This design comes from an exercise in tuning for small area, a short achievable clock period and few clock cycles per item on the open sky130 flow, not from production work.
In this exercise RTL edits were held to simulation tests only and were not proved equivalent to the original.
Power figures rest on the tool's default switching activity, not on a simulated workload.

--- flow/run.sh ---
#!/bin/bash
# synth_recipe.tcl (not shown) runs the flow's synth.tcl, then flattens the netlist and writes it again
# the make line also repeats each setting of config.mk as NAME=value (left out here)
make -C /OpenROAD-flow-scripts/flow DESIGN_CONFIG=/design/flow/config.mk WORK_HOME=/design/flow/orfs CLKGATE_MAP_FILE= SYNTH_SCRIPT=/design/flow/synth_recipe.tcl finish
--- flow/config.mk ---
export PLATFORM = sky130hd
export DESIGN_NAME = byte_coded_alu_cpu_step
export DESIGN_NICKNAME = byte_coded_alu_cpu_step
export VERILOG_FILES = /design/flow/design.v
export SDC_FILE = /design/flow/constraint.sdc
export NUM_CORES = 4
export LEC_CHECK = 0
export CAP_MARGIN = 20
export CORE_MARGIN = 2
export CORE_UTILIZATION = 30
export PLACE_DENSITY = 0.5
export SETUP_SLACK_MARGIN = 2.5
export SLEW_MARGIN = 20
--- flow/constraint.sdc ---
create_clock -name core_clock -period 7.0 [get_ports {clk}]
set_input_delay 1.4000 -clock core_clock [delete_from_list [all_inputs] [get_ports {clk}]]
set_output_delay 1.4000 -clock core_clock [all_outputs]
set_load 0.01 [all_outputs]
--- flow/design.v ---
package bcacs_pkg;
  localparam int REG_NUM_DEF  = 8;
  localparam int REG_BITS_DEF = 32;
  localparam int PC_BITS_DEF  = 8;
  localparam logic [7:0] OP_SBN_R = 8'd15;
  localparam logic [7:0] OP_HALT  = 8'd255;
  localparam logic [1:0] STAT_OK       = 2'd0;
  localparam logic [1:0] STAT_BAD_OP   = 2'd1;
  localparam logic [1:0] STAT_DIV_ZERO = 2'd2;
  localparam logic [1:0] STAT_BAD_REG  = 2'd3;
  localparam int LEN_HALT  = 1;
  localparam int LEN_SHORT = 3;
  localparam int LEN_LONG  = 4;
  typedef enum logic [2:0] {
    CL_MOV = 3'd0,
    CL_ADD = 3'd1,
    CL_SUB = 3'd2,
    CL_MUL = 3'd3,
    CL_DIV = 3'd4,
    CL_MOD = 3'd5,
    CL_CMP = 3'd6,
    CL_SBN = 3'd7
  } alu_cls_t;
  typedef enum logic [3:0] {
    ST_IDLE,
    ST_READ,
    ST_EXEC,
    ST_MUL,
    ST_DABS_L,
    ST_DABS_R,
    ST_DIV,
    ST_DFIX,
    ST_DONE
  } seq_state_t;
  typedef struct packed {
    logic       cmd;
    logic [7:0] opcode;
    logic [7:0] op_a;
    logic [7:0] op_b;
    logic [7:0] op_c;
  } in_req_t;
  typedef struct packed {
    logic [7:0]         next_pc;
    logic signed [31:0] written_value;
    logic               flag_equal;
    logic               flag_greater;
    logic               halted;
    logic [1:0]         status;
  } out_rsp_t;
endpackage
module byte_coded_alu_cpu_step (
  input  logic        clk,
  input  logic        rst_n,
  input  logic        in_valid,
  output logic        in_ready,
  input  logic [32:0] in_data,
  output logic        out_valid,
  input  logic        out_ready,
  output logic [44:0] out_data
);
  logic [7:0] d_op, d_a, d_b, d_c;
  logic [2:0] d_cls;
  logic       d_known, d_breg, d_creg, d_badreg, d_cs, d_lzero, d_use2;
  logic [2:0] d_r1, d_r2;
  logic [7:0] d_imm;
  always_comb begin
    d_op  = in_data[31:24];
    d_a   = in_data[23:16];
    d_b   = in_data[15:8];
    d_c   = in_data[7:0];
    d_cls = d_op[3:1];
    d_known = (d_op[7:4] == 4'd0);
    d_cs    = (d_cls == 3'd6) || (d_cls == 3'd7);
    case (d_cls)
      3'd0:       d_breg = !d_op[0];
      3'd6, 3'd7: d_breg = d_op[0];
      default:    d_breg = 1'b1;
    endcase
    d_creg   = d_op[0] && (d_cls != 3'd0) && !d_cs;
    d_badreg = (d_a[7:3] != 5'd0) || (d_breg && (d_b[7:3] != 5'd0)) ||
               (d_creg && (d_c[7:3] != 5'd0));
    d_lzero = (d_cls == 3'd0) && d_op[0];        
    d_use2  = d_cs ? d_op[0] : d_creg;
    d_r1    = d_cs ? d_a[2:0] : d_b[2:0];
    d_r2    = d_cs ? d_b[2:0] : d_c[2:0];
    d_imm   = (d_cls == 3'd0) ? (d_op[0] ? d_b : 8'd0) : (d_cs ? d_b : d_c);
  end
  logic [31:0] rf [8];
  logic [7:0]  vld;
  logic [7:0]  pc_r;
  logic        eq_r, gt_r, halt_r;
  logic        s2_v;
  logic        q_cmd, q_hop;
  logic [1:0]  q_fst;
  logic        q_mul, q_div, q_isdiv, q_cmp, q_sbn, q_len4, q_sub;
  logic [2:0]  q_a;
  logic [7:0]  q_c;
  logic        fwd1, fwd2;
  logic [32:0] M;
  logic [31:0] Q;
  logic        ov_r;
  logic [44:0] od_r;
  logic        sk_v;
  logic [1:0]  sk_st;
  typedef enum logic [2:0] {U_IDLE, U_MUL, U_ALIGN, U_DIV, U_FIX} ustate_t;
  ustate_t     us;
  logic [31:0] P;
  logic        qm1_unused;
  logic [2:0]  bd0, bd1;       
  logic        m_last;
  logic [4:0]  cnt;
  logic        u_sx, u_sy, u_isdiv;
  logic        u_y1;           
  logic [5:0]  lz_d_r, lz_v_r;
  function automatic logic [33:0] ks_add(input logic [33:0] a, input logic [33:0] b,
                                         input logic cin);
    logic [33:0] p, g, gp, pp, ng, np;
    p  = a ^ b;
    g  = a & b;
    gp = g;
    gp[0] = g[0] | (p[0] & cin);
    pp = p;
    for (int d = 1; d < 34; d = d * 2) begin
      for (int i = 0; i < 34; i++) begin
        if (i >= d) begin
          ng[i] = gp[i] | (pp[i] & gp[i-d]);
          np[i] = pp[i] & pp[i-d];
        end else begin
          ng[i] = gp[i];
          np[i] = pp[i];
        end
      end
      gp = ng;
      pp = np;
    end
    ks_add = p ^ {gp[32:0], cin};
  endfunction
  function automatic logic [5:0] clz32(input logic [31:0] v);
    logic [15:0] a1; logic [15:0] c1;
    logic [7:0]  a2; logic [1:0] c2 [8];
    logic [3:0]  a3; logic [2:0] c3 [4];
    logic [1:0]  a4; logic [3:0] c4 [2];
    logic [4:0]  c5;
    for (int i = 0; i < 16; i++) begin
      a1[i] = v[2*i+1] | v[2*i];
      c1[i] = !v[2*i+1];
    end
    for (int i = 0; i < 8; i++) begin
      a2[i] = a1[2*i+1] | a1[2*i];
      c2[i] = a1[2*i+1] ? {1'b0, c1[2*i+1]} : {1'b1, c1[2*i]};
    end
    for (int i = 0; i < 4; i++) begin
      a3[i] = a2[2*i+1] | a2[2*i];
      c3[i] = a2[2*i+1] ? {1'b0, c2[2*i+1]} : {1'b1, c2[2*i]};
    end
    for (int i = 0; i < 2; i++) begin
      a4[i] = a3[2*i+1] | a3[2*i];
      c4[i] = a3[2*i+1] ? {1'b0, c3[2*i+1]} : {1'b1, c3[2*i]};
    end
    c5 = a4[1] ? {1'b0, c4[1]} : {1'b1, c4[0]};
    clz32 = (a4[1] | a4[0]) ? {1'b0, c5} : 6'd32;
  endfunction
  function automatic logic [2:0] booth_dec(input logic [2:0] b);
    booth_dec[2] = b[1] ^ b[0];
    booth_dec[1] = (b == 3'b011) || (b == 3'b100);
    booth_dec[0] = b[2] && !(b[1] && b[0]);
  endfunction
  function automatic logic uniform29(input logic [28:0] v);
    uniform29 = (v == 29'd0) || (v == {29{1'b1}});
  endfunction
  logic [31:0] od_wv;
  logic [31:0] xo, yo;
  assign od_wv = od_r[36:5];
  assign xo = fwd1 ? od_wv : M[31:0];
  assign yo = fwd2 ? od_wv : Q;
  logic [33:0] alu_full;
  logic [31:0] alu;
  assign alu_full = ks_add({2'b00, xo}, {2'b00, yo ^ {32{q_sub}}}, q_sub);
  assign alu = alu_full[31:0];
  logic [7:0] pc_short, pc_long, pc_next_seq;
  assign pc_short = pc_r + 8'd3;
  assign pc_long  = pc_r + 8'd4;
  assign pc_next_seq = q_len4 ? pc_long : pc_short;
  logic [33:0] ta, tb, tc, cs_s, cs_c, usum;
  logic        cin0, cin1;
  logic [33:0] pp0, pp1;
  logic oh_mul, oh_align, oh_div, oh_fix;
  ustate_t us_nxt;
  always_comb begin
    pp0 = {1'b0, (bd0[2] ? {1'b0, M[31:0]} : 33'd0) | (bd0[1] ? {M[31:0], 1'b0} : 33'd0)}
          ^ {34{bd0[0]}};
    pp1 = {1'b0, (bd1[2] ? {M[30:0], 2'd0} : 33'd0) | (bd1[1] ? {M[29:0], 3'd0} : 33'd0)}
          ^ {34{bd1[0]}};
    ta   = oh_fix ? 34'd0 : {2'b00, P};
    tb   = (oh_mul ? pp0 : 34'd0) |
           (oh_div ? ({M[32], M} ^ {34{!u_sy}}) : 34'd0) |
           (oh_fix ? ~{M[32], M} : 34'd0);
    tc   = oh_mul ? pp1 : 34'd0;
    cin0 = oh_mul & bd0[0];
    cin1 = (oh_mul & bd1[0]) | oh_align | (oh_div & !u_sy) | oh_fix;
    cs_s = ta ^ tb ^ tc;
    cs_c = {((ta[32:0] & tb[32:0]) | (ta[32:0] & tc[32:0]) | (tb[32:0] & tc[32:0])), cin0};
    usum = ks_add(cs_s, cs_c, cin1);
  end
  logic [5:0] lz_v;
  logic [6:0] sh_full;
  logic       sh_neg;
  logic [4:0] sh;
  always_comb begin
    lz_v    = lz_v_r[5] ? 6'd31 : lz_v_r;
    sh_full = {1'b0, lz_v} - {1'b0, lz_d_r} + {6'd0, u_sx};
    sh_neg  = sh_full[6];
    sh      = sh_full[4:0];
  end
  logic        ge;
  logic [31:0] r_next, q_next, dval;
  logic        dneg;
  assign ge     = !usum[33];
  assign r_next = ge ? usum[31:0] : P;
  assign q_next = {Q[30:0], ge};
  assign dval   = u_isdiv ? q_next : r_next;
  assign dneg   = u_isdiv ? (u_sx ^ u_sy) : u_sx;
  logic        exec, real_op, y_zero;
  logic        c_en, c_we, c_clr;
  logic [2:0]  c_wa;
  logic [31:0] c_wv;
  logic [7:0]  c_pc;
  logic        c_eq, c_gt, c_halt;
  logic [1:0]  c_st;
  logic        start_mul, start_div, unit_done;
  assign exec    = s2_v && (us == U_IDLE) && !sk_v;
  assign real_op = !q_cmd && !halt_r && !q_hop && (q_fst == 2'd0);
  assign y_zero  = (yo == 32'd0);
  always_comb begin
    c_en = 1'b0; c_we = 1'b0; c_clr = 1'b0; c_wa = q_a; c_wv = alu;
    c_pc = pc_r; c_eq = eq_r; c_gt = gt_r; c_halt = halt_r; c_st = 2'd0;
    start_mul = 1'b0; start_div = 1'b0; unit_done = 1'b0;
    if (exec) begin
      c_en = 1'b1;
      if (q_cmd) begin
        c_clr = 1'b1; c_pc = 8'd0; c_halt = 1'b0;
      end else if (halt_r) begin
      end else if (q_hop) begin
        c_halt = 1'b1; c_pc = pc_r + 8'd1;
      end else if (q_fst != 2'd0) begin
        c_st = q_fst;
      end else if (q_mul) begin
        c_en = 1'b0; start_mul = 1'b1;
      end else if (q_div) begin
        if (y_zero) c_st = 2'd2;
        else begin c_en = 1'b0; start_div = 1'b1; end
      end else if (q_cmp) begin
        c_eq = (xo == yo);
        c_gt = (xo != yo) && !alu[31];
        c_pc = pc_short;
      end else begin
        c_we = 1'b1;
        c_pc = (q_sbn && alu[31]) ? q_c : pc_next_seq;
      end
    end else if (!sk_v) begin
      c_pc = pc_long;
      case (us)
        U_MUL: if (m_last) begin
          unit_done = 1'b1; c_wv = usum[31:0];
        end
        U_ALIGN: if (sh_neg || u_y1) begin
          unit_done = 1'b1; c_wv = (u_isdiv == u_y1) ? (P ^ {32{u_sx}}) : 32'd0;
        end
        U_DIV: if (cnt == 5'd0 && !dneg) begin
          unit_done = 1'b1; c_wv = dval;
        end
        U_FIX: begin
          unit_done = 1'b1; c_wv = usum[31:0];
        end
        default: ;
      endcase
      c_en = unit_done;
      c_we = unit_done;
    end
  end
  always_comb begin
    us_nxt = us;
    case (us)
      U_IDLE:  if (start_mul) us_nxt = U_MUL; else if (start_div) us_nxt = U_ALIGN;
      U_MUL:   if (unit_done) us_nxt = U_IDLE;
      U_ALIGN: if (unit_done) us_nxt = U_IDLE; else if (!sh_neg) us_nxt = U_DIV;
      U_DIV:   if (unit_done) us_nxt = U_IDLE; else if (cnt == 5'd0 && dneg) us_nxt = U_FIX;
      U_FIX:   if (unit_done) us_nxt = U_IDLE;
      default: us_nxt = U_IDLE;
    endcase
  end
  logic s2_leave;
  assign s2_leave = c_en;
  assign in_ready = !s2_v || s2_leave;
  logic take;
  assign take = in_valid && in_ready;
  logic [31:0] rd1, rd2;
  assign rd1 = vld[d_r1] ? rf[d_r1] : 32'd0;
  assign rd2 = vld[d_r2] ? rf[d_r2] : 32'd0;
  logic consumed;
  assign consumed = ov_r && out_ready;
  always_ff @(posedge clk) begin
    if (take) begin
      q_cmd   <= in_data[32];
      q_hop   <= (d_op == 8'd255);
      q_fst   <= !d_known ? 2'd1 : (d_badreg ? 2'd3 : 2'd0);
      q_mul   <= (d_cls == 3'd3);
      q_div   <= (d_cls == 3'd4) || (d_cls == 3'd5);
      q_isdiv <= (d_cls == 3'd4);
      q_cmp   <= (d_cls == 3'd6);
      q_sbn   <= (d_cls == 3'd7);
      q_len4  <= (d_cls != 3'd0) && (d_cls != 3'd6);
      q_sub   <= (d_cls == 3'd2) || d_cs;
      q_a     <= d_a[2:0];
      q_c     <= d_c;
      fwd1    <= !d_lzero && (c_clr || (c_we && (c_wa == d_r1)));
      fwd2    <= d_use2   && (c_clr || (c_we && (c_wa == d_r2)));
    end
  end
  always_ff @(posedge clk) begin
    if (c_we) rf[c_wa] <= c_wv;
  end
  always_ff @(posedge clk) begin
    if (!rst_n) begin
      s2_v   <= 1'b0;
      vld    <= 8'd0;
      pc_r   <= 8'd0;
      eq_r   <= 1'b0;
      gt_r   <= 1'b0;
      halt_r <= 1'b0;
      ov_r   <= 1'b0;
      sk_v   <= 1'b0;
      us     <= U_IDLE;
      oh_mul   <= 1'b0;
      oh_align <= 1'b0;
      oh_div   <= 1'b0;
      oh_fix   <= 1'b0;
    end else begin
      if (take)          s2_v <= 1'b1;
      else if (s2_leave) s2_v <= 1'b0;
      for (int i = 0; i < 8; i++) begin
        if (c_clr) vld[i] <= 1'b0;
        else if (c_we && (c_wa == 3'(i))) vld[i] <= 1'b1;
      end
      if (c_en) begin
        pc_r   <= c_pc;
        eq_r   <= c_eq;
        gt_r   <= c_gt;
        halt_r <= c_halt;
      end
      if (sk_v) begin
        if (consumed) sk_v <= 1'b0;
      end else if (c_en && ov_r && !out_ready) begin
        sk_v <= 1'b1;
      end
      if (consumed) ov_r <= sk_v || c_en;
      else          ov_r <= ov_r || c_en;
      us       <= us_nxt;
      oh_mul   <= (us_nxt == U_MUL);
      oh_align <= (us_nxt == U_ALIGN);
      oh_div   <= (us_nxt == U_DIV);
      oh_fix   <= (us_nxt == U_FIX);
    end
  end
  always_ff @(posedge clk) begin
    if (sk_v) begin
      if (consumed) od_r <= {pc_r, P, eq_r, gt_r, halt_r, sk_st};
    end else if (c_en) begin
      if (!ov_r || out_ready) od_r <= {c_pc, c_we ? c_wv : 32'd0, c_eq, c_gt, c_halt, c_st};
      else sk_st <= c_st;
    end
  end
  always_ff @(posedge clk) begin
    if (take) begin
      M <= {1'b0, d_lzero ? 32'd0 : rd1};
      Q <= d_use2 ? rd2 : {24'd0, d_imm};
    end else if (start_mul) begin
      M   <= {1'b0, xo};
      Q   <= yo;
      bd0 <= booth_dec({yo[1:0], 1'b0});
      bd1 <= booth_dec(yo[3:1]);
      m_last <= uniform29(yo[31:3]);
    end else if (start_div) begin
      M       <= {yo[31], yo};
      Q       <= 32'd0;
    end else begin
      case (us)
        U_MUL: if (!m_last) begin
          M   <= {1'b0, M[27:0], 4'd0};
          Q   <= {{4{Q[31]}}, Q[31:4]};
          bd0 <= booth_dec(Q[5:3]);
          bd1 <= booth_dec(Q[7:5]);
          m_last <= uniform29({{4{Q[31]}}, Q[31:7]});
        end
        U_ALIGN: if (!sh_neg && !u_y1) begin
          M   <= M << sh;
        end
        U_DIV: if (!(cnt == 5'd0 && !dneg)) begin
          Q   <= q_next;
          M   <= {M[32], M[32:1]};
          if (cnt == 5'd0) M <= {1'b0, dval};
        end
        default: ;
      endcase
    end
  end
  always_ff @(posedge clk) begin
    if (c_en && !sk_v && ov_r && !out_ready) begin
      P <= c_we ? c_wv : 32'd0;           
    end else if (start_mul) begin
      P <= 32'd0;
    end else if (start_div) begin
      u_sx    <= xo[31];
      u_sy    <= yo[31];
      u_isdiv <= q_isdiv;
      u_y1    <= (yo == 32'd1);
      P       <= xo ^ {32{xo[31]}};
      lz_d_r  <= clz32(xo ^ {32{xo[31]}});
      lz_v_r  <= clz32(yo ^ {32{yo[31]}});
    end else begin
      case (us)
        U_MUL: if (!m_last) P <= usum[31:0];
        U_ALIGN: if (!sh_neg && !u_y1) begin
          if (u_sx) P <= usum[31:0];
          cnt <= sh;
        end
        U_DIV: if (!(cnt == 5'd0 && !dneg)) begin
          P   <= r_next;
          cnt <= cnt - 5'd1;
        end
        default: ;
      endcase
    end
  end
  assign out_valid = ov_r;
  assign out_data  = od_r;
endmodule
==> results of run 1 <==
flip-flops by register name, indices dropped and copies added (netlist names), 2 cells and up:
signal  count
rf        256
od_r       45
M          33
P          32
Q          32
pc_r        8
q_c         8
vld         8
lz_d_r      6
lz_v_r      6
cnt         5
bd0         3
bd1         3
q_a         3
us          3
q_fst       2
sk_st       2
metrics by stage:
stage / power [W] / std cells
floorplan: 0.00533 / 3852
global placement: 0.00663 / 5464
detailed placement: 0.00664 / 5465
CTS: 0.0102 / 5767
global route: 0.0108 / 5839
finish: 0.0106 / 5841
metal layers:
metal,up-vias,routed length (um),global-route usage
met1,18100,72800,0.364
met4,2,11800,0.143
met5,-,8,0
met3,590,21000,0.0678
li1,15400,-,-
met2,2334,79000,0.412
logic make-up after synthesis:
group / after synthesis / share of synthesized area
AO/OA/AOI/OAI: 1134 / 0.203
AND/OR/NAND/NOR: 1133 / 0.140
flip-flops: 481 / 0.374
buffers and inverters: 393 / 0.0407
multiplexers: 333 / 0.137
XOR/XNOR: 257 / 0.0594
adder cells (fa/ha/maj): 121 / 0.0471
cells in the mapped netlist, types with 46 or more instances:
| cell | n |
|---|---|
| sky130_fd_sc_hd__and2_1 | 46 |
| sky130_fd_sc_hd__nor3_1 | 67 |
| sky130_fd_sc_hd__nand3_1 | 74 |
| sky130_fd_sc_hd__nor2_1 | 317 |
| sky130_fd_sc_hd__a21oi_1 | 296 |
| sky130_fd_sc_hd__nor2b_1 | 46 |
| sky130_fd_sc_hd__edfxtp_1 | 451 |
| sky130_fd_sc_hd__a211oi_1 | 48 |
| sky130_fd_sc_hd__o21ai_0 | 197 |
| sky130_fd_sc_hd__ha_1 | 85 |
| sky130_fd_sc_hd__a22oi_1 | 98 |
| sky130_fd_sc_hd__mux4_2 | 142 |
| sky130_fd_sc_hd__clkbuf_1 | 218 |
| sky130_fd_sc_hd__nand2_1 | 378 |
| sky130_fd_sc_hd__xnor2_1 | 190 |
| sky130_fd_sc_hd__mux2i_1 | 149 |
| sky130_fd_sc_hd__xor2_1 | 67 |
| sky130_fd_sc_hd__inv_1 | 82 |
| sky130_fd_sc_hd__buf_1 | 47 |
repair_timing:
item | in CTS | in global routing
pin swaps | 148 | 102
gates resized for setup | 458 | 199
endpoints found under the setup margin | 802 | 698
gates cloned | 9 | 0
setup buffers | 193 | 71
power breakdown:
group	switching, W	internal (W)
Sequential	0.000222	0.00352
Combinational	0.00229	0.00150
Clock	0.00127	0.00175
Total	0.00378	0.00678
final timing paths:
check | endpoint | startpoint | cells past startpoint | slack (ps)
setup / recovery | P[12] | bd0[2] | 22 | 1920
hold / removal | vld[4] | vld[4] | 2 | 490
hold reg to reg | vld[4] | vld[4] | 2 | 490
setup reg to reg | P[12] | bd0[2] | 22 | 1920
final cells by class:
type	instances	area (um^2)
multi-input cells	2981	25200
diodes	2	5.00
clock inverters	25	330
repair buffers	538	5240
inverters	89	354
flip-flops and latches	481	14100
clock buffers	75	1500
fillers	12200	76600
well taps	1650	2060
critical path: cells and delay by family, from the launching register on:
| kind | cells | cell delay [ps] |
|---|---|---|
| adder cells (fa/ha/maj) | 2 | 700 |
| flip-flops | 1 | 380 |
| AO/OA/AOI/OAI | 9 | 2060 |
| multiplexers | 1 | 290 |
| AND/OR/NAND/NOR | 2 | 230 |
| XOR/XNOR | 1 | 100 |
| buffers and inverters | 7 | 1030 |
==> impl_metrics.prom, run 1 <==
# TYPE chip_impl_metric gauge
chip_impl_metric{name="synthToLayoutAreaGrowth",unit="%"} 28.9
chip_impl_info{name="rsz0062_at_grt",value="yes"} 1
chip_impl_metric{name="post_synth_inst_count",unit=""} 3852
chip_impl_metric{name="asyncSetResetFlopFracSynth",unit=""} 0
chip_impl_metric{name="synth-warning-count",unit=""} 7
chip_impl_info{name="end_kind",value="register"} 1
chip_impl_info{name="holdCritPathClass",value="register to register"} 1
chip_impl_metric{name="clkSlewWorstSetupHoldPaths",unit="ps"} 60
chip_impl_metric{name="synth_area_per_cell",unit="um^2"} 9.83
chip_impl_info{name="synth_largest_area_cell",value="sky130_fd_sc_hd__edfxtp_1"} 1
chip_impl_metric{name="drt-wirelength-per-cell",unit="um"} 31.6
chip_impl_metric{name="finish.net_count",unit=""} 4303
chip_impl_metric{name="dpl.hpwl",unit="um"} 128000
chip_impl_metric{name="finalMaxSlewViolations",unit=""} 0
chip_impl_info{name="final_common_cell",value="sky130_fd_sc_hd__edfxtp_1"} 1
chip_impl_metric{name="boundaryPins",unit=""} 84
chip_impl_metric{name="fin_crit",unit="ps"} 5080
chip_impl_metric{name="globalRouteOverflowTotal",unit=""} 0
chip_impl_metric{name="initial_antenna_violation_count",unit=""} 5
chip_impl_metric{name="synth.net_count",unit=""} 4010
chip_impl_metric{name="max-slew-margin-rel",unit=""} 0.175
chip_impl_metric{name="seq_area_frac_synth",unit=""} 0.374
chip_impl_info{name="critPathMostFrequentCell",value="sky130_fd_sc_hd__buf_6"} 1
chip_impl_metric{name="detailed_place.area",unit="mm^2"} 0.0415
chip_impl_metric{name="p_leak",unit="nW"} 17.3
chip_impl_metric{name="setup_ws",unit="ps"} 1920
chip_impl_metric{name="via_count",unit=""} 36400
chip_impl_metric{name="htreeDepth",unit=""} 2
chip_impl_metric{name="timing.critical_path.fanout_max",unit=""} 7
chip_impl_metric{name="synth.top_cell.area_share",unit=""} 0.358
chip_impl_metric{name="clock_sinks",unit=""} 481
chip_impl_metric{name="start_util",unit=""} 0.302
chip_impl_info{name="mostFrequentLayoutCells",value="sky130_fd_sc_hd__edfxtp_1 (451), sky130_fd_sc_hd__nand2_1 (360), sky130_fd_sc_hd__buf_4 (318), sky130_fd_sc_hd__nor2_1 (301), sky130_fd_sc_hd__a21oi_1 (246)"} 1
chip_impl_metric{name="synthesis.area",unit="mm^2"} 0.0379
chip_impl_metric{name="setup_violations",unit=""} 0
chip_impl_info{name="cts-root-buf",value="sky130_fd_sc_hd__clkbuf_16"} 1
chip_impl_metric{name="fmaxAchievable",unit="GHz"} 0.197
chip_impl_metric{name="drc_viols",unit=""} 0
chip_impl_metric{name="detail_route.iter0.violations",unit=""} 5158
chip_impl_metric{name="power-per-cell-area",unit="mW/mm^2"} 216
chip_impl_metric{name="detailedRoute.firstPassIterationCount",unit=""} 9
chip_impl_metric{name="drtAntennaViolNets",unit=""} 0
chip_impl_metric{name="ys_seq_elements",unit=""} 481
chip_impl_metric{name="cts_inserted_buffers",unit=""} 54
chip_impl_metric{name="worstMarginPinSlew",unit="ps"} 1240
chip_impl_metric{name="routed_wl",unit="um"} 185000
chip_impl_info{name="critical_path.slowest_cell",value="sky130_fd_sc_hd__fa_1"} 1
chip_impl_metric{name="edff_count_synth",unit=""} 451
chip_impl_metric{name="period_share",unit=""} 0.726
chip_impl_metric{name="clk-insertion-delay-late",unit="ps"} 690
chip_impl_metric{name="global_route_wire_length_before_repair",unit="um"} 259000
chip_impl_metric{name="finalCoreUtilization",unit=""} 0.389
chip_impl_info{name="dominantRegCellSynth",value="sky130_fd_sc_hd__edfxtp_1"} 1
chip_impl_metric{name="crit_path_max_incr_delay",unit="ps"} 510
chip_impl_metric{name="place.gp.congestion",unit=""} 1.01
chip_impl_metric{name="share_of_post_route_cells_with_drive_strength_above_1",unit=""} 0.273
chip_impl_metric{name="worst-endpoint-arrival",unit="ps"} 5490
chip_impl_metric{name="detailed_route_vias_per_instance",unit=""} 6.23
chip_impl_info{name="cp_cell_sequence",value="buf_6 > buf_12 > buf_16 > a22oi_2 > xnor2_1 > a221oi_2 > fa_1 > inv_2 > ha_4 > nor2b_4 > o31a_1 > o21a_4 > o211a_4 > o21ai_4 > buf_6 > nand2_8 > buf_6 > mux2_4 > o211ai_1 > a22oi_2 > buf_4 > a22o_1"} 1
chip_impl_metric{name="drv_cap",unit=""} 0
chip_impl_metric{name="die_w",unit="um"} 359
chip_impl_metric{name="place.port_buffers",unit=""} 83
chip_impl_metric{name="tns",unit="ps"} 0
chip_impl_metric{name="floorplan_core_area",unit="mm^2"} 0.125
chip_impl_info{name="yosys-top-cells-area",value="sky130_fd_sc_hd__edfxtp_1 (36%), sky130_fd_sc_hd__mux4_2 (8.4%), sky130_fd_sc_hd__xnor2_1 (4.4%)"} 1
chip_impl_metric{name="synth.distinct_cells",unit=""} 99
chip_impl_info{name="cts_tree",value="built"} 1
chip_impl_metric{name="ir_drop",unit="uV"} 220
chip_impl_metric{name="die_area",unit="mm^2"} 0.129
chip_impl_metric{name="finalHoldViolCount",unit=""} 0
chip_impl_metric{name="placement.setup.worst_slack",unit="ps"} 690
chip_impl_metric{name="grt_usage",unit=""} 0.274
chip_impl_info{name="worstSetupPathType",value="register to register"} 1
chip_impl_metric{name="cts.hold.buffers_added",unit=""} 0
chip_impl_metric{name="fin_worst_skew",unit="ps"} 54.3
chip_impl_metric{name="layout.cell_area.non_filler",unit="mm^2"} 0.0488
chip_impl_info{name="critical_path.startpoint_type",value="register"} 1
chip_impl_info{name="run_status",value="timing/DRC/antenna clean"} 1
chip_impl_metric{name="holdWs",unit="ps"} 490
chip_impl_metric{name="critical_path_required",unit="ps"} 7410
chip_impl_metric{name="height_of_the_die",unit="um"} 359
chip_impl_metric{name="grt_max_degree",unit=""} 70
chip_impl_metric{name="num_rows",unit=""} 130
chip_impl_metric{name="grt_pass1_vias",unit=""} 34500
chip_impl_metric{name="cts_max_path_buffers",unit=""} 3
Testbench counts, summed over its fixed seeds: cycles 47,875, items 24,000.
==> run 2: changes to the inputs <==
--- a/flow/design.v
+++ b/flow/design.v
@@ -110,7 +110,8 @@
   logic        m_last;
   logic [4:0]  cnt;
   logic        u_sx, u_sy, u_isdiv;
-  logic        u_y1;           
+  logic        u_y1;
+  logic        u_x01;          
   logic [5:0]  lz_d_r, lz_v_r;
   function automatic logic [33:0] ks_add(input logic [33:0] a, input logic [33:0] b,
                                          input logic cin);
@@ -260,7 +261,9 @@
     end else if (!sk_v) begin
       c_pc = pc_long;
       case (us)
-        U_MUL: if (m_last) begin
+        U_MUL: if (u_x01) begin
+          unit_done = 1'b1; c_wv = M[0] ? Q : 32'd0;
+        end else if (m_last) begin
           unit_done = 1'b1; c_wv = usum[31:0];
         end
         U_ALIGN: if (sh_neg || u_y1) begin
@@ -380,12 +383,13 @@
       bd0 <= booth_dec({yo[1:0], 1'b0});
       bd1 <= booth_dec(yo[3:1]);
       m_last <= uniform29(yo[31:3]);
+      u_x01  <= (xo[31:1] == 31'd0);
     end else if (start_div) begin
       M       <= {yo[31], yo};
       Q       <= 32'd0;
     end else begin
       case (us)
-        U_MUL: if (!m_last) begin
+        U_MUL: if (!m_last && !u_x01) begin
           M   <= {1'b0, M[27:0], 4'd0};
           Q   <= {{4{Q[31]}}, Q[31:4]};
           bd0 <= booth_dec(Q[5:3]);
@@ -419,7 +423,7 @@
       lz_v_r  <= clz32(yo ^ {32{yo[31]}});
     end else begin
       case (us)
-        U_MUL: if (!m_last) P <= usum[31:0];
+        U_MUL: if (!m_last && !u_x01) P <= usum[31:0];
         U_ALIGN: if (!sh_neg && !u_y1) begin
           if (u_sx) P <= usum[31:0];
           cnt <= sh;
==> run 2 against run 1 <==
  * Still clean on timing, DRC and antenna
  * Critical path depth is 2 lower
  * Final area is 3.6% higher
  * Worst setup slack worse by 120 ps
  * Die area is 3.4% higher
==> impl_metrics.prom, run 2 <==
# TYPE chip_impl_metric gauge
chip_impl_info{name="worst_setup_path_startpoint",value="bd0[2]"} 1
chip_impl_metric{name="tns",unit="ps"} 0
chip_impl_metric{name="place.port_buffers",unit=""} 83
chip_impl_metric{name="worst-endpoint-arrival",unit="ps"} 5560
chip_impl_metric{name="cts_max_path_buffers",unit=""} 3
chip_impl_metric{name="critical_path_required",unit="ps"} 7370
chip_impl_metric{name="post_synth_inst_count",unit=""} 3991
chip_impl_metric{name="detail_route.iter0.violations",unit=""} 5699
chip_impl_metric{name="floorplan_core_area",unit="mm^2"} 0.129
chip_impl_metric{name="detailed_route_vias_per_instance",unit=""} 6.33
chip_impl_metric{name="routed_wl",unit="um"} 199000
chip_impl_metric{name="cts_inserted_buffers",unit=""} 53
chip_impl_metric{name="placement.setup.worst_slack",unit="ps"} 643
chip_impl_info{name="hold_path.startpoint",value="vld[0]"} 1
chip_impl_info{name="reg_top3",value="rf x256, od_r x45, M x33"} 1
chip_impl_metric{name="synth.net_count",unit=""} 4149
chip_impl_metric{name="route.met3.wl",unit="um"} 27300
chip_impl_metric{name="synth_area_per_cell",unit="um^2"} 9.82
chip_impl_info{name="synth.most_common_cell",value="sky130_fd_sc_hd__edfxtp_1"} 1
chip_impl_info{name="worstSetupPathType",value="register to register"} 1
chip_impl_metric{name="wl_met2",unit="um"} 82300
chip_impl_metric{name="setup_slack_of_the_worst_register_to_register_path",unit="ps"} 1800
chip_impl_info{name="cts_tree",value="built"} 1
chip_impl_metric{name="power.switching_fraction",unit=""} 0.348
chip_impl_metric{name="seqPwrFrac",unit=""} 0.350
chip_impl_info{name="final_common_cell",value="sky130_fd_sc_hd__edfxtp_1"} 1
chip_impl_metric{name="synth-warning-count",unit=""} 7
chip_impl_info{name="yosys-top-cells-area",value="sky130_fd_sc_hd__edfxtp_1 (35%), sky130_fd_sc_hd__mux4_2 (8.6%), sky130_fd_sc_hd__mux2i_1 (4.8%)"} 1
chip_impl_metric{name="max-slew-margin-rel",unit=""} 0.216
chip_impl_metric{name="ir_drop",unit="uV"} 198
chip_impl_info{name="cts-root-buf",value="sky130_fd_sc_hd__clkbuf_16"} 1
chip_impl_metric{name="grt_pass1_vias",unit=""} 36000
chip_impl_metric{name="dpl.hpwl",unit="um"} 140000
chip_impl_metric{name="place.gp.congestion",unit=""} 1.06
chip_impl_metric{name="global_route_wire_length_before_repair",unit="um"} 274000
chip_impl_metric{name="setup_violations",unit=""} 0
chip_impl_metric{name="via_count",unit=""} 38500
chip_impl_info{name="crit-reg2reg-launch",value="bd0[2]"} 1
chip_impl_info{name="end_kind",value="register"} 1
chip_impl_metric{name="share_of_post_route_cells_with_drive_strength_above_1",unit=""} 0.283
chip_impl_metric{name="clkSlewWorstSetupHoldPaths",unit="ps"} 70
chip_impl_metric{name="fmaxAchievable",unit="GHz"} 0.192
chip_impl_metric{name="setup_ws",unit="ps"} 1800
chip_impl_metric{name="ys_seq_elements",unit=""} 482
chip_impl_info{name="critical_path.startpoint_type",value="register"} 1
chip_impl_metric{name="die_area",unit="mm^2"} 0.133
chip_impl_metric{name="seq_area_frac_synth",unit=""} 0.362
chip_impl_info{name="synth_largest_area_cell",value="sky130_fd_sc_hd__edfxtp_1"} 1
chip_impl_metric{name="comb_power_share",unit=""} 0.346
chip_impl_info{name="holdCritPathClass",value="register to register"} 1
chip_impl_metric{name="htreeDepth",unit=""} 2
chip_impl_metric{name="die_w",unit="um"} 365
chip_impl_metric{name="synthToLayoutAreaGrowth",unit="%"} 29.1
chip_impl_metric{name="clockPowerShare",unit=""} 0.304
chip_impl_metric{name="power-per-cell-area",unit="mW/mm^2"} 207
chip_impl_metric{name="timing.critical_path.fanout_max",unit=""} 6
chip_impl_info{name="synthTopCellsByCount",value="sky130_fd_sc_hd__edfxtp_1 (452), sky130_fd_sc_hd__nand2_1 (363), sky130_fd_sc_hd__nor2_1 (316)"} 1
chip_impl_metric{name="start_util",unit=""} 0.303
chip_impl_metric{name="boundaryPins",unit=""} 84
chip_impl_metric{name="finish.net_count",unit=""} 4450
chip_impl_metric{name="drt-wirelength-per-cell",unit="um"} 32.7
chip_impl_metric{name="period_share",unit=""} 0.742
chip_impl_metric{name="synth.top_cell.area_share",unit=""} 0.346
chip_impl_metric{name="layout.cell_area.non_filler",unit="mm^2"} 0.0506
chip_impl_metric{name="grt_max_degree",unit=""} 66
chip_impl_info{name="rsz0062_at_grt",value="yes"} 1
chip_impl_metric{name="power.switching",unit="W"} 0.00364
chip_impl_metric{name="detailed_place.area",unit="mm^2"} 0.0434
chip_impl_metric{name="drtAntennaViolNets",unit=""} 0
chip_impl_metric{name="synthesis.area",unit="mm^2"} 0.0392
chip_impl_metric{name="fill_cells",unit=""} 12700
chip_impl_metric{name="finalMaxSlewViolations",unit=""} 0
chip_impl_metric{name="p_leak",unit="nW"} 17.9
chip_impl_metric{name="finalHoldViolCount",unit=""} 0
chip_impl_info{name="run_status",value="timing/DRC/antenna clean"} 1
chip_impl_info{name="mostFrequentLayoutCells",value="sky130_fd_sc_hd__edfxtp_1 (452), sky130_fd_sc_hd__buf_4 (352), sky130_fd_sc_hd__nand2_1 (344), sky130_fd_sc_hd__nor2_1 (298), sky130_fd_sc_hd__a21oi_1 (230)"} 1
chip_impl_metric{name="finalCoreUtilization",unit=""} 0.391
chip_impl_metric{name="initial_antenna_violation_count",unit=""} 15
chip_impl_metric{name="worstMarginPinSlew",unit="ps"} 1170
chip_impl_metric{name="height_of_the_die",unit="um"} 365
chip_impl_info{name="terminating_pin_of_the_worst_hold_path",value="vld[0]"} 1
chip_impl_info{name="dominantRegCellSynth",value="sky130_fd_sc_hd__edfxtp_1"} 1
chip_impl_metric{name="synth.distinct_cells",unit=""} 105
chip_impl_metric{name="edff_count_synth",unit=""} 452
chip_impl_metric{name="num_rows",unit=""} 132
chip_impl_metric{name="globalRouteOverflowTotal",unit=""} 0
chip_impl_metric{name="met1_length",unit="um"} 76200
chip_impl_metric{name="detailedRoute.firstPassIterationCount",unit=""} 10
chip_impl_metric{name="clk-insertion-delay-late",unit="ps"} 680
chip_impl_metric{name="cellInternalPower",unit="W"} 0.00683
chip_impl_metric{name="asyncSetResetFlopFracSynth",unit=""} 0
chip_impl_metric{name="max_reg_flops",unit=""} 256
chip_impl_metric{name="fin_crit",unit="ps"} 5200
chip_impl_metric{name="timing.reg2reg.worst_path_depth",unit=""} 20
chip_impl_metric{name="timing.hold.worst_path_depth",unit=""} 2
chip_impl_metric{name="drc_viols",unit=""} 0
chip_impl_metric{name="grt_usage",unit=""} 0.289
chip_impl_metric{name="drv_cap",unit=""} 0
chip_impl_info{name="maxUsedRoutingLayer",value="met5"} 1
chip_impl_metric{name="clock_sinks",unit=""} 482
chip_impl_info{name="regMostFlops",value="rf"} 1
chip_impl_metric{name="fin_worst_skew",unit="ps"} 88.5
chip_impl_info{name="rr_endpoint",value="P[8]"} 1
## run 2: cell types whose count changed in the layout (fill, tap and decap cells not counted), moves of 27 or more
cell and delta:
sky130_fd_sc_hd__buf_4 +34, sky130_fd_sc_hd__inv_1 +27, sky130_fd_sc_hd__mux2i_1 +35, sky130_fd_sc_hd__o21ai_0 +45
## run 2: final cells by class
type                            instances  area (um^2)  share of cell area
Clock buffer                           62         1420              0.0281
Clock inverter                         36          519              0.0103
Inverter                              114          465             0.00920
Timing Repair Buffer                  575         5670               0.112
Multi-Input combinational cell       3066        26100               0.517
Sequential cell                       482        14200               0.280
Tap cell                             1742         2180              0.0431
Antenna cell                            3         7.51            0.000148
## run 2: power by group through the flow
stage / clock [W] / sequential [W] / combinational [W]
2_1_floorplan: 0 / 0.00360 / 0.00163
3_3_place_gp: 0 / 0.00373 / 0.00268
3_5_place_dp: 0 / 0.00373 / 0.00268
4_1_cts: 0.00322 / 0.00365 / 0.00325
5_1_grt: 0.00333 / 0.00366 / 0.00373
6_report: 0.00318 / 0.00367 / 0.00362
## run 2: routing by layer
metal  GRT usage  vias up
li1            -    15900
met4       0.153       12
met3       0.103      680
met5           0        -
met1       0.375    19100
met2       0.418     2813
## run 2: kinds of logic after synthesis
| logic type | share of synthesized area |
|---|---|
| AOI/OAI and AO/OA | 0.202 |
| adders and majority gates | 0.0455 |
| and+or+nand+nor | 0.136 |
| xor gates and xnor gates | 0.0588 |
| muxes | 0.150 |
| DFF | 0.362 |
| buffers and inverters | 0.0459 |
## run 2: per-stage QoR
stage               hold slack (ps)  instances  power, W
floorplan                       400       3991   0.00523
global placement                473       5703   0.00640
detailed placement              478       5703   0.00641
CTS                             493       5998    0.0101
global route                    516       6077    0.0107
finish                          491       6080    0.0105
## run 2: how the worst max path moves through the flow
stage | to | slack, ps | cells after the start
2_1_floorplan | P[2] | 2150 | 19
3_5_place_dp | rf[1][22] | 640 | 17
3_3_place_gp | rf[1][22] | 590 | 15
4_1_cts | P[8] | 1870 | 20
5_1_grt | P[8] | 1670 | 20
6_report | P[8] | 1800 | 20
## run 2: critical path: stages (launching register included)
cell and delay [ps]:
sky130_fd_sc_hd__edfxtp_1 440, sky130_fd_sc_hd__buf_6 170, sky130_fd_sc_hd__buf_16 130, sky130_fd_sc_hd__buf_8 120, sky130_fd_sc_hd__a22oi_2 150, sky130_fd_sc_hd__xnor2_1 100
sky130_fd_sc_hd__a221o_1 320, sky130_fd_sc_hd__fa_1 570, sky130_fd_sc_hd__ha_4 230, sky130_fd_sc_hd__a21oi_4 150, sky130_fd_sc_hd__o211ai_1 160, sky130_fd_sc_hd__a211oi_2 360
sky130_fd_sc_hd__nor2_2 90, sky130_fd_sc_hd__a41oi_4 350, sky130_fd_sc_hd__xor2_4 270, sky130_fd_sc_hd__buf_12 200, sky130_fd_sc_hd__buf_8 130, sky130_fd_sc_hd__mux2_4 300
sky130_fd_sc_hd__o211ai_1 250, sky130_fd_sc_hd__a32oi_4 180, sky130_fd_sc_hd__a31o_2 230
## run 2: repair_timing
item,CTS,global route
setup buffers,186,78
pin swaps,162,95
cloned,11,0
setup endpoints to repair,822,605
hold buffers,0,0
resized for setup,412,170
Testbench counts of run 2, summed over its fixed seeds: cycles 46,836, items 24,000.
==> run 3: changes to the inputs <==
--- a/flow/design.v
+++ b/flow/design.v
@@ -102,7 +102,7 @@
   logic [44:0] od_r;
   logic        sk_v;
   logic [1:0]  sk_st;
-  typedef enum logic [2:0] {U_IDLE, U_MUL, U_ALIGN, U_DIV, U_FIX} ustate_t;
+  typedef enum logic [2:0] {U_IDLE, U_MUL, U_DIV, U_FIX} ustate_t;
   ustate_t     us;
   logic [31:0] P;
   logic        qm1_unused;
@@ -110,9 +110,7 @@
   logic        m_last;
   logic [4:0]  cnt;
   logic        u_sx, u_sy, u_isdiv;
-  logic        u_y1;
-  logic        u_x01;          
-  logic [5:0]  lz_d_r, lz_v_r;
+  logic        pend;           
   function automatic logic [33:0] ks_add(input logic [33:0] a, input logic [33:0] b,
                                          input logic cin);
     logic [33:0] p, g, gp, pp, ng, np;
@@ -185,7 +183,7 @@
   logic [33:0] ta, tb, tc, cs_s, cs_c, usum;
   logic        cin0, cin1;
   logic [33:0] pp0, pp1;
-  logic oh_mul, oh_align, oh_div, oh_fix;
+  logic oh_mul, oh_div, oh_fix;
   ustate_t us_nxt;
   always_comb begin
     pp0 = {1'b0, (bd0[2] ? {1'b0, M[31:0]} : 33'd0) | (bd0[1] ? {M[31:0], 1'b0} : 33'd0)}
@@ -197,19 +195,21 @@
            (oh_div ? ({M[32], M} ^ {34{!u_sy}}) : 34'd0) |
            (oh_fix ? ~{M[32], M} : 34'd0);
     tc   = oh_mul ? pp1 : 34'd0;
-    cin0 = oh_mul & bd0[0];
-    cin1 = (oh_mul & bd1[0]) | oh_align | (oh_div & !u_sy) | oh_fix;
+    cin0 = (oh_mul & bd0[0]) | (oh_div & pend);
+    cin1 = (oh_mul & bd1[0]) | (oh_div & !u_sy) | (oh_fix & !(pend & !u_isdiv));
     cs_s = ta ^ tb ^ tc;
     cs_c = {((ta[32:0] & tb[32:0]) | (ta[32:0] & tc[32:0]) | (tb[32:0] & tc[32:0])), cin0};
     usum = ks_add(cs_s, cs_c, cin1);
   end
-  logic [5:0] lz_v;
+  logic [5:0] lz_d, lz_v0, lz_v;
   logic [6:0] sh_full;
   logic       sh_neg;
   logic [4:0] sh;
   always_comb begin
-    lz_v    = lz_v_r[5] ? 6'd31 : lz_v_r;
-    sh_full = {1'b0, lz_v} - {1'b0, lz_d_r} + {6'd0, u_sx};
+    lz_d    = clz32(xo ^ {32{xo[31]}});
+    lz_v0   = clz32(yo ^ {32{yo[31]}});
+    lz_v    = lz_v0[5] ? 6'd31 : lz_v0;
+    sh_full = {1'b0, lz_v} - {1'b0, lz_d} + {6'd0, xo[31]};
     sh_neg  = sh_full[6];
     sh      = sh_full[4:0];
   end
@@ -249,7 +249,11 @@
         c_en = 1'b0; start_mul = 1'b1;
       end else if (q_div) begin
         if (y_zero) c_st = 2'd2;
-        else begin c_en = 1'b0; start_div = 1'b1; end
+        else if (sh_neg) begin             
+          c_we = 1'b1;
+          c_wv = q_isdiv ? 32'd0 : xo;
+          c_pc = pc_long;
+        end else begin c_en = 1'b0; start_div = 1'b1; end
       end else if (q_cmp) begin
         c_eq = (xo == yo);
         c_gt = (xo != yo) && !alu[31];
@@ -261,14 +265,9 @@
     end else if (!sk_v) begin
       c_pc = pc_long;
       case (us)
-        U_MUL: if (u_x01) begin
-          unit_done = 1'b1; c_wv = M[0] ? Q : 32'd0;
-        end else if (m_last) begin
+        U_MUL: if (m_last) begin
           unit_done = 1'b1; c_wv = usum[31:0];
         end
-        U_ALIGN: if (sh_neg || u_y1) begin
-          unit_done = 1'b1; c_wv = (u_isdiv == u_y1) ? (P ^ {32{u_sx}}) : 32'd0;
-        end
         U_DIV: if (cnt == 5'd0 && !dneg) begin
           unit_done = 1'b1; c_wv = dval;
         end
@@ -284,9 +283,8 @@
   always_comb begin
     us_nxt = us;
     case (us)
-      U_IDLE:  if (start_mul) us_nxt = U_MUL; else if (start_div) us_nxt = U_ALIGN;
+      U_IDLE:  if (start_mul) us_nxt = U_MUL; else if (start_div) us_nxt = U_DIV;
       U_MUL:   if (unit_done) us_nxt = U_IDLE;
-      U_ALIGN: if (unit_done) us_nxt = U_IDLE; else if (!sh_neg) us_nxt = U_DIV;
       U_DIV:   if (unit_done) us_nxt = U_IDLE; else if (cnt == 5'd0 && dneg) us_nxt = U_FIX;
       U_FIX:   if (unit_done) us_nxt = U_IDLE;
       default: us_nxt = U_IDLE;
@@ -335,7 +333,6 @@
       sk_v   <= 1'b0;
       us     <= U_IDLE;
       oh_mul   <= 1'b0;
-      oh_align <= 1'b0;
       oh_div   <= 1'b0;
       oh_fix   <= 1'b0;
     end else begin
@@ -360,7 +357,6 @@
       else          ov_r <= ov_r || c_en;
       us       <= us_nxt;
       oh_mul   <= (us_nxt == U_MUL);
-      oh_align <= (us_nxt == U_ALIGN);
       oh_div   <= (us_nxt == U_DIV);
       oh_fix   <= (us_nxt == U_FIX);
     end
@@ -383,22 +379,18 @@
       bd0 <= booth_dec({yo[1:0], 1'b0});
       bd1 <= booth_dec(yo[3:1]);
       m_last <= uniform29(yo[31:3]);
-      u_x01  <= (xo[31:1] == 31'd0);
     end else if (start_div) begin
-      M       <= {yo[31], yo};
+      M       <= {yo[31], yo} << sh;
       Q       <= 32'd0;
     end else begin
       case (us)
-        U_MUL: if (!m_last && !u_x01) begin
+        U_MUL: if (!m_last) begin
           M   <= {1'b0, M[27:0], 4'd0};
           Q   <= {{4{Q[31]}}, Q[31:4]};
           bd0 <= booth_dec(Q[5:3]);
           bd1 <= booth_dec(Q[7:5]);
           m_last <= uniform29({{4{Q[31]}}, Q[31:7]});
         end
-        U_ALIGN: if (!sh_neg && !u_y1) begin
-          M   <= M << sh;
-        end
         U_DIV: if (!(cnt == 5'd0 && !dneg)) begin
           Q   <= q_next;
           M   <= {M[32], M[32:1]};
@@ -417,19 +409,15 @@
       u_sx    <= xo[31];
       u_sy    <= yo[31];
       u_isdiv <= q_isdiv;
-      u_y1    <= (yo == 32'd1);
       P       <= xo ^ {32{xo[31]}};
-      lz_d_r  <= clz32(xo ^ {32{xo[31]}});
-      lz_v_r  <= clz32(yo ^ {32{yo[31]}});
+      pend    <= xo[31];
+      cnt     <= sh;
     end else begin
       case (us)
-        U_MUL: if (!m_last && !u_x01) P <= usum[31:0];
-        U_ALIGN: if (!sh_neg && !u_y1) begin
-          if (u_sx) P <= usum[31:0];
-          cnt <= sh;
-        end
+        U_MUL: if (!m_last) P <= usum[31:0];
         U_DIV: if (!(cnt == 5'd0 && !dneg)) begin
           P   <= r_next;
+          if (ge) pend <= 1'b0;
           cnt <= cnt - 5'd1;
         end
         default: ;
--- a/flow/config.mk
+++ b/flow/config.mk
@@ -9,5 +9,5 @@
 export CORE_MARGIN = 2
 export CORE_UTILIZATION = 30
 export PLACE_DENSITY = 0.5
-export SETUP_SLACK_MARGIN = 2.5
+export SETUP_SLACK_MARGIN = 2.0
 export SLEW_MARGIN = 20
==> run 3 against run 2 <==
  * Still clean
  * First-iteration DRC count decreased by 9.9%
  * Final cell count about the same
  * Hold slack got worse by 1.5 ps
  * Clock-buffer cell count decreased by 1
  * Combinational power increased by 66%
  * Critical endpoint is now in_ready
==> impl_metrics.prom, run 3 <==
# TYPE chip_impl_metric gauge
chip_impl_metric{name="holdWs",unit="ps"} 490
chip_impl_info{name="yosys-top-cells-area",value="sky130_fd_sc_hd__edfxtp_1 (35%), sky130_fd_sc_hd__mux4_2 (8.0%), sky130_fd_sc_hd__mux2i_1 (5.0%)"} 1
chip_impl_metric{name="drv_cap",unit=""} 0
chip_impl_info{name="holdCritPathClass",value="register to register"} 1
chip_impl_info{name="synth_largest_area_cell",value="sky130_fd_sc_hd__edfxtp_1"} 1
chip_impl_metric{name="synth_area_per_cell",unit="um^2"} 9.54
chip_impl_metric{name="grt_usage",unit=""} 0.305
chip_impl_metric{name="synth.top_cell.area_share",unit=""} 0.348
chip_impl_metric{name="start_util",unit=""} 0.302
chip_impl_metric{name="place.gp.congestion",unit=""} 1.10
chip_impl_metric{name="worstMarginPinSlew",unit="ps"} 1370
chip_impl_metric{name="clk-insertion-delay-late",unit="ps"} 720
chip_impl_metric{name="drt-wirelength-per-cell",unit="um"} 34.7
chip_impl_metric{name="p_leak",unit="nW"} 18.3
chip_impl_metric{name="cts_max_path_buffers",unit=""} 3
chip_impl_info{name="worstSetupPathType",value="register to primary output"} 1
chip_impl_metric{name="clock_sinks",unit=""} 468
chip_impl_metric{name="met1_length",unit="um"} 80900
chip_impl_metric{name="power-per-cell-area",unit="mW/mm^2"} 252
chip_impl_info{name="synthTopCellsByCount",value="sky130_fd_sc_hd__edfxtp_1 (439), sky130_fd_sc_hd__nand2_1 (421), sky130_fd_sc_hd__nor2_1 (290)"} 1
chip_impl_metric{name="synth.distinct_cells",unit=""} 102
chip_impl_metric{name="die_w",unit="um"} 359
chip_impl_metric{name="post_synth_inst_count",unit=""} 3974
chip_impl_info{name="dominantRegCellSynth",value="sky130_fd_sc_hd__edfxtp_1"} 1
chip_impl_metric{name="setup_violations",unit=""} 0
chip_impl_metric{name="clkSlewWorstSetupHoldPaths",unit="ps"} 70
chip_impl_metric{name="worst-endpoint-arrival",unit="ps"} 5100
chip_impl_info{name="end_kind",value="primary output"} 1
chip_impl_info{name="run_status",value="timing/DRC/antenna clean"} 1
chip_impl_metric{name="global_route_wire_length_before_repair",unit="um"} 281000
chip_impl_metric{name="tns",unit="ps"} 0
chip_impl_metric{name="grt_pass1_vias",unit=""} 34700
chip_impl_metric{name="die_area",unit="mm^2"} 0.129
chip_impl_metric{name="fin_crit",unit="ps"} 6500
chip_impl_metric{name="detailed_route_vias_per_instance",unit=""} 6.27
chip_impl_metric{name="height_of_the_die",unit="um"} 359
chip_impl_metric{name="globalRouteOverflowTotal",unit=""} 0
chip_impl_metric{name="drtAntennaViolNets",unit=""} 0
chip_impl_metric{name="synth.net_count",unit=""} 4132
chip_impl_metric{name="critical_path_required",unit="ps"} 5600
chip_impl_metric{name="cts.hold.buffers_added",unit=""} 0
chip_impl_metric{name="synthesis.area",unit="mm^2"} 0.0379
chip_impl_info{name="critical_path.startpoint_type",value="register"} 1
chip_impl_info{name="cts_tree",value="built"} 1
chip_impl_metric{name="share_of_post_route_cells_with_drive_strength_above_1",unit=""} 0.279
chip_impl_metric{name="cts_inserted_buffers",unit=""} 55
chip_impl_info{name="synth.most_common_cell",value="sky130_fd_sc_hd__edfxtp_1"} 1
chip_impl_metric{name="grt_max_degree",unit=""} 71
chip_impl_metric{name="dpl.hpwl",unit="um"} 155000
chip_impl_info{name="rsz0062_at_grt",value="yes"} 1
chip_impl_metric{name="initial_antenna_violation_count",unit=""} 18
chip_impl_metric{name="routed_wl",unit="um"} 211000
chip_impl_metric{name="htreeDepth",unit=""} 2
chip_impl_metric{name="finalMaxSlewViolations",unit=""} 0
chip_impl_info{name="regMostFlops",value="rf"} 1
chip_impl_metric{name="route.met3.wl",unit="um"} 24100
chip_impl_metric{name="finish.net_count",unit=""} 4540
chip_impl_metric{name="place.port_buffers",unit=""} 83
chip_impl_info{name="mostFrequentLayoutCells",value="sky130_fd_sc_hd__edfxtp_1 (439), sky130_fd_sc_hd__nand2_1 (407), sky130_fd_sc_hd__buf_4 (406), sky130_fd_sc_hd__nor2_1 (271), sky130_fd_sc_hd__a21oi_1 (238)"} 1
chip_impl_metric{name="floorplan_core_area",unit="mm^2"} 0.125
chip_impl_metric{name="via_count",unit=""} 38100
chip_impl_metric{name="max_reg_flops",unit=""} 256
chip_impl_info{name="maxUsedRoutingLayer",value="met5"} 1
chip_impl_metric{name="detailed_place.area",unit="mm^2"} 0.0434
chip_impl_metric{name="max-slew-margin-rel",unit=""} 0.0802
chip_impl_metric{name="finalHoldViolCount",unit=""} 0
chip_impl_metric{name="layout.cell_area.non_filler",unit="mm^2"} 0.0502
chip_impl_metric{name="ys_seq_elements",unit=""} 468
chip_impl_metric{name="detail_route.iter0.violations",unit=""} 5137
chip_impl_metric{name="num_rows",unit=""} 130
chip_impl_metric{name="drc_viols",unit=""} 0
chip_impl_metric{name="fin_cells",unit=""} 6084
chip_impl_info{name="cts-root-buf",value="sky130_fd_sc_hd__clkbuf_16"} 1
chip_impl_metric{name="synth-warning-count",unit=""} 7
chip_impl_metric{name="placed_cells",unit=""} 5771
chip_impl_metric{name="fmaxAchievable",unit="GHz"} 0.154
chip_impl_info{name="final_common_cell",value="sky130_fd_sc_hd__edfxtp_1"} 1
chip_impl_metric{name="detailedRoute.firstPassIterationCount",unit=""} 6
chip_impl_metric{name="fin_worst_skew",unit="ps"} 82.0
chip_impl_info{name="reg_top3",value="rf x256, od_r x45, M x33"} 1
chip_impl_metric{name="seq_area_frac_synth",unit=""} 0.363
chip_impl_metric{name="ir_drop",unit="uV"} 232
chip_impl_metric{name="period_share",unit=""} 0.929
chip_impl_metric{name="boundaryPins",unit=""} 84
chip_impl_metric{name="timing.critical_path.fanout_max",unit=""} 8
chip_impl_metric{name="finalCoreUtilization",unit=""} 0.400
chip_impl_metric{name="wl_met2",unit="um"} 88600
chip_impl_metric{name="synthToLayoutAreaGrowth",unit="%"} 32.4
chip_impl_metric{name="asyncSetResetFlopFracSynth",unit=""} 0
chip_impl_metric{name="edff_count_synth",unit=""} 439
-- run 3: critical path, cell delays in order, from the launching register on --
cell and delay, ps:
sky130_fd_sc_hd__edfxtp_1 380, sky130_fd_sc_hd__buf_6 150, sky130_fd_sc_hd__buf_4 150, sky130_fd_sc_hd__mux2i_4 260
sky130_fd_sc_hd__buf_12 170, sky130_fd_sc_hd__buf_4 130, sky130_fd_sc_hd__nand2b_1 70, sky130_fd_sc_hd__o221ai_1 250
sky130_fd_sc_hd__a21oi_1 110, sky130_fd_sc_hd__o21ai_0 160, sky130_fd_sc_hd__a21oi_1 80, sky130_fd_sc_hd__nor2_1 130
sky130_fd_sc_hd__o22ai_2 120, sky130_fd_sc_hd__a32oi_2 290, sky130_fd_sc_hd__ha_1 290, sky130_fd_sc_hd__inv_1 60
sky130_fd_sc_hd__ha_2 180, sky130_fd_sc_hd__inv_2 40, sky130_fd_sc_hd__fa_2 340, sky130_fd_sc_hd__nor2b_2 140
sky130_fd_sc_hd__o31a_1 180, sky130_fd_sc_hd__o31ai_2 90, sky130_fd_sc_hd__nor3_2 220, sky130_fd_sc_hd__a21o_1 200
sky130_fd_sc_hd__nand2_4 70, sky130_fd_sc_hd__buf_6 120
-- run 3: stage by stage --
stage | power (W) | worst slack [ps]
finish | 0.0127 | 499
global route | 0.0129 | 385
CTS | 0.0118 | 663
detailed placement | 0.00842 | 308
global placement | 0.00846 | 284
floorplan | 0.00589 | 1110
-- run 3: cell type report --
type	count	area (um^2)
Antenna cell	5	12.5
Clock buffer	61	1410
Clock inverter	43	557
Fill cell	12300	75200
Inverter	97	405
Multi-Input combinational cell	3085	24800
Sequential cell	468	13800
Tap cell	1650	2060
Timing Repair Buffer	675	7160
-- run 3: worst paths after layout --
kind,cells after the start,end,from,slack [ps]
worst max-delay path,25,in_ready,fwd1,500
worst min-delay path,1,vld[7],vld[7],490
worst max register to register,27,rf[7][20],M[1],950
worst min register to register,1,vld[7],vld[7],490
-- run 3: power by group --
group          total (W)  switching (W)  internal, W
combinational    0.00601        0.00376      0.00224
sequential       0.00347       0.000130      0.00334
clock            0.00318        0.00134      0.00184
total             0.0127        0.00523      0.00743
-- run 3: routing by layer --
| layer | up-vias | GRT usage |
|---|---|---|
| met5 | - | 0 |
| met4 | 6 | 0.201 |
| met3 | 720 | 0.0873 |
| met2 | 2571 | 0.446 |
| met1 | 18900 | 0.392 |
| li1 | 16000 | - |
-- run 3: logic make-up (layout without fill, tap and decap cells) --
family	Yosys count	count (layout)	synth area share
compound gates	1150	1150	0.200
xor+xnor	217	217	0.0502
fa+ha+maj	121	121	0.0471
buf+inv	424	876	0.0441
flops	468	468	0.363
mux	371	371	0.144
other cells	1	6	0.0000990
simple gates	1222	1225	0.151
-- run 3: repair_timing --
action / CTS / global route
pin swaps: 25 / 88
setup endpoints to repair: 866 / 864
gates cloned: 7 / 34
setup buffers: 64 / 99
resized for setup: 127 / 442
Testbench counts of run 3, summed over its fixed seeds: cycles 48,437, items 24,000.

## separate check: timing with driven ports
The results above use ideal ports. As a check the final layouts listed here were re-extracted and re-timed, cells and wires unchanged.
Step 1 assumes that a clkbuf_16 drives the clock port and a buf_2 every other input.
Step 2, shift: input delay + t, output delay - t, t = (earliest + latest rising clock arrival at the registers) / 2. This alone moves slack from input paths to output paths.
a / b / c = ideal ports / drivers / drivers and shift; a / b = the first two.
| run | t, ns | slack for setup (ns) | worst setup path at the end |
|---|---|---|---|
| run 1 | 0.727 | 1.920 / 1.920 / 1.920 | register to register |
| run 2 | 0.699 | 1.804 / 1.804 / 1.738 | input to register |
| run 3 | 0.763 | 0.499 / 0.419 / 0.951 | register to register |
After both steps every run listed still meets setup and hold. The setup slack of run 2, which loses most, moves by 0.000 ns with the drivers and by -0.066 ns with both steps.
